From an optimization exercise on the open Yosys and OpenROAD flow, aimed at small area and a short achievable clock period; shortcuts taken in it are not production practice. Only simulation tests tie the RTL to the original design; equivalence was not proved. Power and IR drop assume default switching activity.

==> flow/design.v, too long to show whole: its modules and the start of the top module <==
// module fft_power_peak: 1265 lines
// module fpp_fa: 10 lines
module fft_power_peak #(
    parameter  int N          = 8,
    parameter  int DATA_WIDTH = 16,
    localparam int BIN_W      = $clog2(N),
    localparam int PWR_W      = 2 * DATA_WIDTH + 1
) (
    input  logic                         clk,
    input  logic                         rst_n,
    input  logic signed [DATA_WIDTH-1:0] in_real,
    input  logic signed [DATA_WIDTH-1:0] in_imag,
    input  logic                         in_valid,
    input  logic                         clear,
    input  logic        [PWR_W-1:0]      thresh,
    output logic                         peak_over,
    output logic        [PWR_W-1:0]      pwr_out,
    output logic        [BIN_W-1:0]      pwr_bin,
    output logic                         pwr_valid,
    output logic        [PWR_W-1:0]      peak_pwr,
    output logic        [BIN_W-1:0]      peak_bin,
    output logic                         peak_valid,
    output logic        [15:0]           frame_cnt,
    output logic        [1:0]            dbg_state
);
  // ...
==> flow/run.sh <==
#!/bin/bash
# synth_recipe.tcl (not shown) runs the flow's synth.tcl, then flattens the netlist and writes it again
# the make line also repeats each setting of config.mk as NAME=value (left out here)
make -C /OpenROAD-flow-scripts/flow DESIGN_CONFIG=/design/flow/config.mk WORK_HOME=/design/flow/orfs CLKGATE_MAP_FILE= SYNTH_SCRIPT=/design/flow/synth_recipe.tcl finish
==> flow/config.mk <==
export PLATFORM = sky130hd
export DESIGN_NAME = fft_power_peak
export DESIGN_NICKNAME = fft_power_peak
export VERILOG_FILES = /design/flow/design.v
export SDC_FILE = /design/flow/constraint.sdc
export NUM_CORES = 4
export LEC_CHECK = 0
export CAP_MARGIN = 20
export CORE_MARGIN = 2
export CORE_UTILIZATION = 40
export SETUP_SLACK_MARGIN = 4.7
export SLEW_MARGIN = 20
export SYNTH_HIERARCHICAL = 1
export SYNTH_MINIMUM_KEEP_SIZE = 0
==> flow/constraint.sdc <==
create_clock -name core_clock -period 7.5 [get_ports {clk}]
set_input_delay 1.5000 -clock core_clock [delete_from_list [all_inputs] [get_ports {clk}]]
set_output_delay 1.5000 -clock core_clock [all_outputs]
set_load 0.01 [all_outputs]
==> results.tsv, run 1 <==
metric	value	unit
grt_overflow	0	
finalWirelength	41800	um
cp_slowest_cell	fa_1	
largest_class	multi-input gates	
endpoint	r_pwr[26]$_DFF_P_	
hold_class	reg -> reg	
synth_edf_count	0	
layout-drive-gt1-share	0.346	
status	no timing/DRC/antenna violations	
antenna_found_initial	0	
netlist-cell-type-count	54	
arrival	3.80	ns
place_area	0.0177	mm^2
synth_compound_area_frac	0.0718	
setup_viol	0	
worstSkewPairLatency	0.52	ns
io_pins	162	
p_total	0.00882	W
yosys-mux-area-fraction	0.0249	
fin_cells	2175	
gp_congestion	0.865	
synthXorXnorAreaFrac	0.0265	
die_y	197	um
clkbuf_count	33	
worstPathMaxFanout	3	
p_per_area	425	mW/mm^2
synth_top_area_share	0.287	
synth_seq_cells	218	
final-nonclk-buf-share	0.153	
top_usage_layer	met2	
powerSeq	0.00181	W
n_fill_cell	3092	
hold_viol	0	
cts.path.max_buffers	3	
netlist_top_cells_area	fa_1, dfxtp_1, dfrtp_1	
reg2reg_slack	4.15	ns
dp_hpwl	29100	um
final_util	0.567	
syn2layout_area_growth	39.8	%
worst-setup-path-type	reg -> reg	
==> run 2: changes to the inputs <==
--- a/flow/config.mk
+++ b/flow/config.mk
@@ -8,7 +8,7 @@
 export CAP_MARGIN = 20
 export CORE_MARGIN = 2
 export CORE_UTILIZATION = 40
-export SETUP_SLACK_MARGIN = 4.7
+export SETUP_SLACK_MARGIN = 4.2
 export SLEW_MARGIN = 20
 export SYNTH_HIERARCHICAL = 1
 export SYNTH_MINIMUM_KEEP_SIZE = 0
==> results.tsv, run 2 <==
metric	value	unit	change
status	no timing/DRC/antenna violations		
fmax	0.299	GHz	
synthXorXnorAreaFrac	0.0265		unchanged
io_pins	162		unchanged
combinationalPowerShare	0.650		
finalNetCount	1986		
vias	10700		
hold_class	reg -> reg		
numClockSinks	218		
worstSkewPairLatency	0.51	ns	about the same
cts.path.max_buffers	3		unchanged
drt_first_pass_iters	5		
drt-wirelength-per-cell	18.8	um	
arrival	3.73	ns	-0.07 ns
worstPathMaxFanout	4		+1
min_period	3.34	ns	
finalWorstSetupSlack	4.16	ns	
drc	0		
gp_congestion	0.901		+4.2%
synth_edf_count	0		unchanged
synth_cells	1425		
syn2layout_area_growth	24.9	%	
cts-buffers-inserted	25		
period_share	0.446		
synth_simple_gate_area_share	0.127		
p_per_area	470	mW/mm^2	+11%
die_area	0.0387	mm^2	
yosys-top-cells-count	nand2_1, fa_1, dfxtp_1, inv_1, ha_1		
reg2reg_slack	4.16	ns	about the same
initial_core_util	0.406		
synth.avg_cell_area	10.4	um^2	
path_clk_slew	0.06	ns	
finalWirelength	39000	um	-6.8%
dp_hpwl	28900	um	-0.50%
placementRows	70		
worst-setup-path-type	reg -> reg		
cts_tree	yes		
whs_endpoint	r_pwr[0]$_DFF_P_		
fin_area	0.0186	mm^2	
antenna_found_initial	0		unchanged
ys_seq_area_frac	0.314		
n_fill_cell	3328		+7.6%
setup_viol	0		unchanged
syn_area	0.0149	mm^2	
p_int	0.00518	W	
io_buffers	159		
holdPathStages	1		
largest_reg_flops	92		
finalSetupTns	0	ns	
hold_viol	0		unchanged
cts-root-buf	clkbuf_16		
seqCellArea	0.00467	mm^2	
core	0.0366	mm^2	
yosys-mux-area-fraction	0.0249		unchanged
netlist-cell-type-count	54		unchanged
holdCritStartpoint	r_cs[1]$_DFF_P_		
grt_max_degree	66		
cp_slowest_cell	fa_2		
cp_cell_sequence	fa_2, fa_2, inv_2, ha_4, ha_4, a21oi_4, o21ai_2, a21o_1, a41o_1, a41o_1, a211oi_2, o21ba_2, xnor2_2		
finalMaxSlewViolations	0		
clkPwrFrac	0.143		
synth_compound_area_frac	0.0718		unchanged
worstReg2RegStart	r_cs[39]$_DFF_P_		
ff2ff_path_depth	13		
relSlewSlack	0.471		
worstReg2RegEnd	r_pwr[28]$_DFF_P_		
power_switching	0.00354	W	
synth_top_family_by_area	adder cells		
drt_iter0_drc	577		
grt_use_total	0.203		
cts_hold_buf	0		
synth_warnings	7		
top_register	r_cs		
seq_power_share	0.207		
fin_worst_skew	0.0164	ns	
max_slew.worst_pin.slew	0.793	ns	
synthAdderAreaFrac	0.380		
multi_input_area	0.00999	mm^2	
viasPerCell	5.15		
place_area	0.0171	mm^2	-3.4%
grt_pass1_vias	11300		
synth_top_area_cell	fa_1		
rsz0062_at_grt	yes		
p_sw_frac	0.406		
htree_levels	1		
layout-drive-gt1-share	0.175		-0.171
start_kind	flop		
grt_pass1_wl	61300	um	
synth_seq_cells	218		unchanged
layout_commonest_cell	nand2_1		
synth_top_area_share	0.287		unchanged
drv_cap	0		
yosysMostFrequentCell	nand2_1		
dp_slack	2.85	ns	
required	7.88	ns	
ir_drop	332	uV	
layout_common_cells	nand2_1, dfxtp_1, inv_1		
synthArstFlopShare	0.271		
die_y	197	um	unchanged
netlist_top_cells_area	fa_1, dfxtp_1, dfrtp_1		
diodes	0		
ant_nets	0		
grt_overflow	0		unchanged
crit_path_max_incr_delay	0.54	ns	
die_w	197	um	
critPathCaptureType	flop		
power.leakage	8.06	nW	
yosys_most_used_dff	dfxtp_1		
## run 2: Yosys stat by module (local to each module, per instance)
| module | copies in the design | cells |
|---|---|---|
| fft_power_peak | 1 | 1212 |
| fpp_fa | 213 | 1 |
## run 2: final cells by class
class,count,share of cell area
sequential,218,0.251
clock inverter,7,0.00620
timing repair buffer,194,0.0978
timing repair inverter,1,0.000472
inverter,160,0.0344
tap,468,0.0316
clock buffer,36,0.0397
multi-input combinational,994,0.539
## run 2: critical path: cells and delay by family (launching register included)
family          cells  cell delay [ns]
compound gates      7             1.33
flops               1             0.32
buf+inv             1             0.04
xor+xnor            1             0.06
fa+ha+maj           4             1.48
## run 2: through the flow
stage,total power (W),utilization,instances,hold WS [ns]
after floorplan,0.00513,-,1426,0.420
after global placement,0.00626,0.468,2003,0.426
after detailed placement,0.00633,0.468,2003,0.438
after CTS,0.00834,0.501,2066,0.444
after global routing,0.00949,0.507,2078,0.458
final,0.00872,0.507,2078,0.449
## run 2: logic make-up (layout without fill, tap and decap cells)
kind of cell | after synthesis | count (layout)
XOR/XNOR | 45 | 45
buffers and inverters | 214 | 398
adder cells (fa/ha/maj) | 323 | 323
AO/OA/AOI/OAI | 148 | 148
other | 1 | 2
flip-flops | 218 | 218
AND/OR/NAND/NOR | 443 | 443
multiplexers | 33 | 33
## run 2: per-layer routing
metal	global-route usage	share of wire	wire, um
met4	0.0526	0.023	891
met5	0	0	0
met2	0.328	0.44	17300
met1	0.281	0.45	17400
met3	0.0404	0.086	3350
## run 2: worst max path at each step
stage	start	to	slack [ns]
6_report	r_cs[39]$_DFF_P_	r_pwr[28]$_DFF_P_	4.16
5_1_grt	r_cs[28]$_DFF_P_	r_pwr[31]$_DFF_P_	3.99
4_1_cts	in_real[5]	r_cs[65]$_DFF_P_	4.14
3_5_place_dp	in_imag[9]	r_cs[65]$_DFF_P_	2.85
3_3_place_gp	in_real[9]	r_cs[65]$_DFF_P_	2.89
2_1_floorplan	in_imag[15]	r_cs[65]$_DFF_P_	3.94
## run 2: power by group through the flow
stage / sequential [W] / combinational [W] / clock, W
after floorplan: 0.00178 / 0.00335 / 0
after global placement: 0.00182 / 0.00444 / 0
after CTS: 0.00181 / 0.00525 / 0.00128
final: 0.00181 / 0.00567 / 0.00125
after detailed placement: 0.00183 / 0.00450 / 0
after global routing: 0.00185 / 0.00631 / 0.00133
## run 2: repair_timing
item	CTS	global route
cloned	1	0
setup endpoints to repair	140	96
pin swaps	35	38
gates resized for setup	240	49
setup buffers	19	12
==> run 3: changes to the inputs <==
--- a/flow/config.mk
+++ b/flow/config.mk
@@ -7,7 +7,8 @@
 export LEC_CHECK = 0
 export CAP_MARGIN = 20
 export CORE_MARGIN = 2
-export CORE_UTILIZATION = 40
+export CORE_UTILIZATION = 60
+export CTS_BUF_LIST = sky130_fd_sc_hd__clkbuf_8
 export SETUP_SLACK_MARGIN = 4.2
 export SLEW_MARGIN = 20
 export SYNTH_HIERARCHICAL = 1
==> results.tsv, run 3 <==
metric	value	unit	change
p_per_area	468	mW/mm^2	-0.44%
arrival	3.86	ns	+0.13 ns
synth_top_area_share	0.287		unchanged
endpoint	r_pwr[26]$_DFF_P_		
layout-drive-gt1-share	0.180		+0.00449
synth_top_area_cell	fa_1		
fin_worst_skew	0.0371	ns	+0.0207 ns
critPathCaptureType	flop		
core	0.0243	mm^2	-34%
power.leakage	8.09	nW	+0.40%
finalNetCount	1993		+0.35%
syn2layout_area_growth	22.8	%	
io_buffers	159		unchanged
largest_reg_flops	92		unchanged
antenna_found_initial	0		unchanged
synthArstFlopShare	0.271		unchanged
worst-setup-path-type	reg -> reg		
gp_congestion	0.935		+3.8%
critPathLaunch	r_cs[41]$_DFF_P_		
hold_class	reg -> reg		
top_register	r_cs		
placementRows	57		-19%
period_share	0.457		+0.0117
viasPerCell	5.53		+7.3%
ff2ff_path_depth	13		unchanged
finalWirelength	37600	um	-3.5%
grt_max_degree	66		unchanged
hold_viol	0		unchanged
synth_seq_cells	218		unchanged
ys_seq_area_frac	0.314		unchanged
worstSkewPairLatency	0.54	ns	+0.03 ns
numClockSinks	218		unchanged
worstReg2RegEnd	r_pwr[26]$_DFF_P_		
netlist-cell-type-count	54		unchanged
fmax	0.291	GHz	-2.6%
worstPathMaxFanout	4		unchanged
grt_pass1_wl	60100	um	-2.0%
layout_commonest_cell	nand2_1		
syn_area	0.0149	mm^2	unchanged
finalSetupTns	0	ns	unchanged
yosysMostFrequentCell	nand2_1		
relSlewSlack	0.470		-0.00156
max_slew.worst_pin.slew	0.795	ns	+0.00234 ns
netlist_top_cells_area	fa_1, dfxtp_1, dfrtp_1		
ant_nets	0		unchanged
grt_use_total	0.296		+0.0934
layout_common_cells	nand2_1, inv_1, dfxtp_1		
cts-root-buf	clkbuf_8		
synth.avg_cell_area	10.4	um^2	unchanged
cts_hold_buf	0		unchanged
yosys-top-cells-count	nand2_1, fa_1, dfxtp_1, inv_1, ha_1		
start_kind	flop		
grt_pass1_vias	11300		+0.053%
grt_overflow	0		unchanged
yosys_most_used_dff	dfxtp_1		
ir_drop	420	uV	+26%
die_w	161	um	-18%
dp_hpwl	27600	um	-4.5%
io_pins	162		unchanged
status	no timing/DRC/antenna violations		
diodes	0		unchanged
drt-wirelength-per-cell	19.2	um	+2.6%
min_period	3.43	ns	+0.0876 ns
worstReg2RegStart	r_cs[41]$_DFF_P_		
setup_viol	0		unchanged
cts.path.max_buffers	3		unchanged
path_clk_slew	0.07	ns	about the same
required	7.93	ns	+0.05 ns
htree_levels	2		+1
cts_tree	yes		
synth_edf_count	0		unchanged
initial_core_util	0.611		+0.205
synth_warnings	7		unchanged
die_y	161	um	-18%
synth_cells	1425		unchanged
drc	0		unchanged
drt_first_pass_iters	5		unchanged
die_area	0.0260	mm^2	-33%
vias	10800		+0.98%
drv_cap	0		unchanged
drt_iter0_drc	626		+8.5%
n_fill_cell	1723		-48%
rsz0062_at_grt	yes		
final_util	0.750		+0.243
finalMaxSlewViolations	0		unchanged
cts-buffers-inserted	38		+52%
reg2reg_slack	4.07	ns	-0.09 ns
[run 3: final cells by class]
| cell class | count | area (um^2) | area share |
|---|---|---|---|
| Tap cell | 324 | 405 | 0.0222 |
| Sequential cell | 218 | 4670 | 0.256 |
| Timing Repair Buffer | 188 | 1730 | 0.0948 |
| Clock inverter | 22 | 211 | 0.0116 |
| Multi-Input combinational cell | 994 | 9930 | 0.544 |
| Inverter | 160 | 634 | 0.0348 |
| Timing Repair inverter | 1 | 8.76 | 0.000480 |
| Clock buffer | 48 | 661 | 0.0362 |
[run 3: critical path, stage by stage, from the launching register on]
cell	delay, ns
dfxtp_4	0.38
fa_2	0.45
fa_2	0.55
inv_2	0.04
ha_4	0.26
ha_4	0.22
a21oi_4	0.16
o21ai_2	0.07
a21o_1	0.18
a41o_1	0.27
a41o_1	0.25
a31o_1	0.24
a21oi_2	0.13
xnor2_1	0.13
[run 3: worst min-delay path by stage]
stage                                from                          to  slack, ns  depth (start not counted)
floorplan                 r_cs[1]$_DFF_P_            r_pwr[0]$_DFF_P_       0.42                          1
global placement     r_run_bin[0]$_DFF_P_        r_run_bin[0]$_DFF_P_       0.44                          2
detailed placement   r_run_bin[0]$_DFF_P_        r_run_bin[0]$_DFF_P_       0.44                          2
CTS                 r_run_pwr[25]$_DFF_P_  r_peak_pwr[25]$_DFFE_PN0P_       0.45                          2
global route         r_run_bin[0]$_DFF_P_        r_run_bin[0]$_DFF_P_       0.46                          2
finish              r_run_pwr[25]$_DFF_P_  r_peak_pwr[25]$_DFFE_PN0P_       0.45                          2
[run 3: stage by stage]
step / total power [W] / std cells / hold WS [ns] / worst slack [ns] / area [um^2]
after floorplan: 0.00513 / 1426 / 0.420 / 3.94 / 15500
after global placement: 0.00615 / 1859 / 0.438 / 2.86 / 17000
after detailed placement: 0.00629 / 1859 / 0.442 / 2.84 / 17000
after CTS: 0.00812 / 1948 / 0.449 / 4.08 / 18000
after global routing: 0.00923 / 1955 / 0.464 / 3.94 / 18200
final: 0.00854 / 1955 / 0.449 / 4.07 / 18200
[run 3: metal layers]
layer  vias to the layer above  track usage  part of all wire
li1                       4935            -                 -
met1                      5298        0.406              0.42
met2                       495        0.482              0.46
met3                        88       0.0480             0.083
met4                         0        0.110             0.035
met5                         -            0                 0
[run 3: kinds of logic after synthesis]
group,share of synthesized area
XOR/XNOR,0.0265
buffers and inverters,0.0559
multiplexers,0.0249
flip-flops,0.314
other,0.000252
adder cells (fa/ha/maj),0.380
AO/OA/AOI/OAI,0.0719
AND/OR/NAND/NOR,0.127
[run 3: power breakdown]
part,internal [W],switching (W),leakage (nW)
registers,0.00155,0.000249,2.15
logic,0.00273,0.00279,5.45
clock network,0.000723,0.000497,0.485
[run 3: Yosys stat by module, one instance, submodules excluded]
module / times used / area [um^2] / cells inside
fft_power_peak: 1 / 10600 / 1212
fpp_fa: 213 / 20.0 / 1
[run 3: repair_timing]
item	in CTS	in global routing
gates resized for setup	209	57
hold endpoints to repair	0	0
setup endpoints to repair	139	87
pin swaps	20	31
buffers inserted	18	7
cloned	1	0

static timing again, ports no longer ideal:
No port has a modelled driver above. Below, the same layouts with a new extraction and two added sets of constraints. Step 1: set_driving_cell puts a clkbuf_16 on clk and a buf_2 on each other input, an assumption about the parent block. Step 2 moves the port delays by t, midway between the first and last clock arrival at a register: inputs arrive t later, outputs are due t later. That takes back most of the time a late clock gives input paths. Slacks: ideal / step 1 / step 2; pairs: ideal / step 1.
run | shift t [ns] | slack for setup (ns) | hold WS [ns]
run 1 | 0.571 | 4.150 / 4.150 / 3.703 | 0.446 / 0.446 / 0.446
run 2 | 0.560 | 4.157 / 4.157 / 3.679 | 0.449 / 0.449 / 0.449
run 3 | 0.562 | 4.069 / 4.069 / 3.678 | 0.449 / 0.449 / 0.449
After both steps every run listed still meets setup and hold. For run 2, which loses most, drivers alone change the setup slack by 0.000 ns; drivers and shift together by -0.478 ns.
